This design comes from an exercise in tuning for small area, a short achievable clock period and few clock cycles on the open sky130 flow, not from production work. Only simulation tests tie the RTL to the original design; equivalence was not proved. Power is estimated from default activity; no workload was simulated.

Setup of run 1:
==> flow/design.v (excerpt) <==
module naas_dma (
    input  logic                            clk,
    input  logic                            arst_n,
    input  logic [naas_dma_pkg::DATA_W-1:0] s_axis_tdata,
    input  logic [naas_dma_pkg::STRB_W-1:0] s_axis_tstrb,
    input  logic                            s_axis_tvalid,
    input  logic                            s_axis_tlast,
    output logic                            s_axis_tready,
    output logic [naas_dma_pkg::DATA_W-1:0] host_tdata,
    output logic                            host_tvalid,
    output logic                            host_tlast,
    input  logic                            host_tready
);
==> flow/config.mk <==
export PLATFORM = sky130hd
export DESIGN_NAME = naas_dma
export DESIGN_NICKNAME = naas_dma
export VERILOG_FILES = /design/flow/design.v
export SDC_FILE = /design/flow/constraint.sdc
export NUM_CORES = 4
export LEC_CHECK = 0
export CAP_MARGIN = 20
export CORE_MARGIN = 2
export CORE_UTILIZATION = 40
export CTS_CLUSTER_DIAMETER = 120
export CTS_CLUSTER_SIZE = 25
export SETUP_SLACK_MARGIN = 3.0
export SLEW_MARGIN = 20
export SYNTH_MEMORY_MAX_BITS = 8192
==> flow/constraint.sdc <==
create_clock -name core_clock -period 5.5 [get_ports {clk}]
set_input_delay 1.1000 -clock core_clock [delete_from_list [all_inputs] [get_ports {clk}]]
set_output_delay 1.1000 -clock core_clock [all_outputs]
set_load 0.01 [all_outputs]
run.sh (not shown) runs the stock make flow with config.mk's settings and CLKGATE_MAP_FILE= SYNTH_SCRIPT=/design/flow/synth_recipe.tcl, a recipe that flattens the netlist after the stock synthesis.
Testbench counts of run 1, summed over its fixed seeds: cycles 7,833.
Edits applied to the flow inputs when going from run 1 to run 2:
diff --git a/flow/design.v b/flow/design.v
--- a/flow/design.v
+++ b/flow/design.v
@@ -25,33 +25,32 @@
     input  logic                            arst_n,
     input  logic [naas_dma_pkg::DATA_W-1:0] s_axis_tdata,
     input  logic [naas_dma_pkg::STRB_W-1:0] s_axis_tstrb,
     input  logic                            s_axis_tvalid,
     input  logic                            s_axis_tlast,
     output logic                            s_axis_tready,
     output logic [naas_dma_pkg::DATA_W-1:0] host_tdata,
     output logic                            host_tvalid,
     output logic                            host_tlast,
     input  logic                            host_tready
 );
     localparam int N  = 31;                  
-    localparam int S  = 8;                   
+    localparam int S  = 6;                   
     localparam int D  = 4;                   
     localparam int PW = 5;                   
     localparam int CW = 6;                   
     function automatic logic [N-1:0] rmask();
         rmask = '0;
         for (int i = 1; i < N; i += 2)
             rmask[i] = 1'b1;
-        rmask[N-1] = 1'b1;
     endfunction
     localparam logic [N-1:0] RMASK = rmask();
     function automatic logic [PW-1:0] step(input logic [PW-1:0] p);
         step = (p == PW'(N - 1)) ? '0 : p + 1'b1;
     endfunction
     function automatic logic at_tap(input logic [PW-1:0] p);
         at_tap = 1'b0;
         for (int q = 1; q < N; q += S)
             if (p == PW'(q - 1))
                 at_tap = 1'b1;
     endfunction
     function automatic logic [2:0] pop4(input logic [3:0] v);
@@ -114,27 +113,26 @@
     assign wr     = s_axis_tvalid && tready_q;
     assign push   = wr && s_axis_tlast;
     assign pop_h  = hv && host_tready;
     assign dpop   = pop_h && !phase;
     assign opop   = pop_h && phase;
     assign adv    = !hv || host_tready;             
     assign new_pc     = pop8(s_axis_tstrb);
     assign head_bm1   = dz ? ibeats : d_bm1[0];
     assign head_pc    = dz ? new_pc : d_pc[0];
     assign head_bytes = {6'(head_bm1) + 6'(head_pc[3]), head_pc[2:0]};
     always_comb begin
         rdata = '0;
-        for (int i = 0; i < N; i++)
-            if (RMASK[i])
-                rdata = rdata | (ring[i] & {64{rsel[i]}});
+        for (int i = 1; i < N; i += 2)
+            rdata = rdata | (ring[i] & {64{rsel[i]}});    
     end
     always_comb begin
         phase_n = phase;
         rem_n   = rem;
         rz_n    = rz;
         r1_n    = r1;
         if (dpop) begin
             phase_n = 1'b1;
             rem_n   = d_bm1[0];
             rz_n    = (d_bm1[0] == 5'd0);
             r1_n    = (d_bm1[0] == 5'd1);
         end else if (opop) begin
Notes after the runs:
- Side by side, number of iterations in the first detailed-routing pass turned out higher in run 2 than in run 1.
- Diff run 1 -> run 2: sequential portion of the cell area went down by 0.63 points; net switching power went up by 4.1%; power drawn by the sequential cells went up by about 3%; upper clock frequency limit went up by 2.6 MHz.
- Between run 1 and run 2, the cell count went up.
- NOTE: count of cell types in the netlist in run 2 exceeds that of run 1
- Taking run 1 as the reference, in run 2 placed cell area higher; summed area of non-filler cells in the final layout higher; register-to-register slack higher.
Testbench counts of run 2, summed over its fixed seeds: cycles 7,818.

==> port drivers added, routing unchanged <==
Ports are ideal in the flow. The routed layouts listed here were re-timed in OpenROAD.
Step 1: set_driving_cell puts a clkbuf_16 on clk and a buf_2 on each other input, an assumption about the parent block.
Step 2 moves the port delays by t, midway between the first and last clock arrival at a register: inputs arrive t later, outputs are due t later. That takes back most of the time a late clock gives input paths.
Slacks: ideal ports / drivers / drivers and shift; pairs: ideal ports / drivers.
run	t (ns)	slack for setup (ns)	worst setup path after step 2	clock arrival spread, ns
run 1	0.797	2.870 / 2.799 / 2.074	input to register	0.050 / 0.050
run 2	0.805	2.888 / 2.886 / 2.125	input to register	0.043 / 0.043
After both steps every run listed still meets setup and hold. For run 1, which loses most, drivers alone change the setup slack by -0.071 ns; drivers and shift together by -0.796 ns.
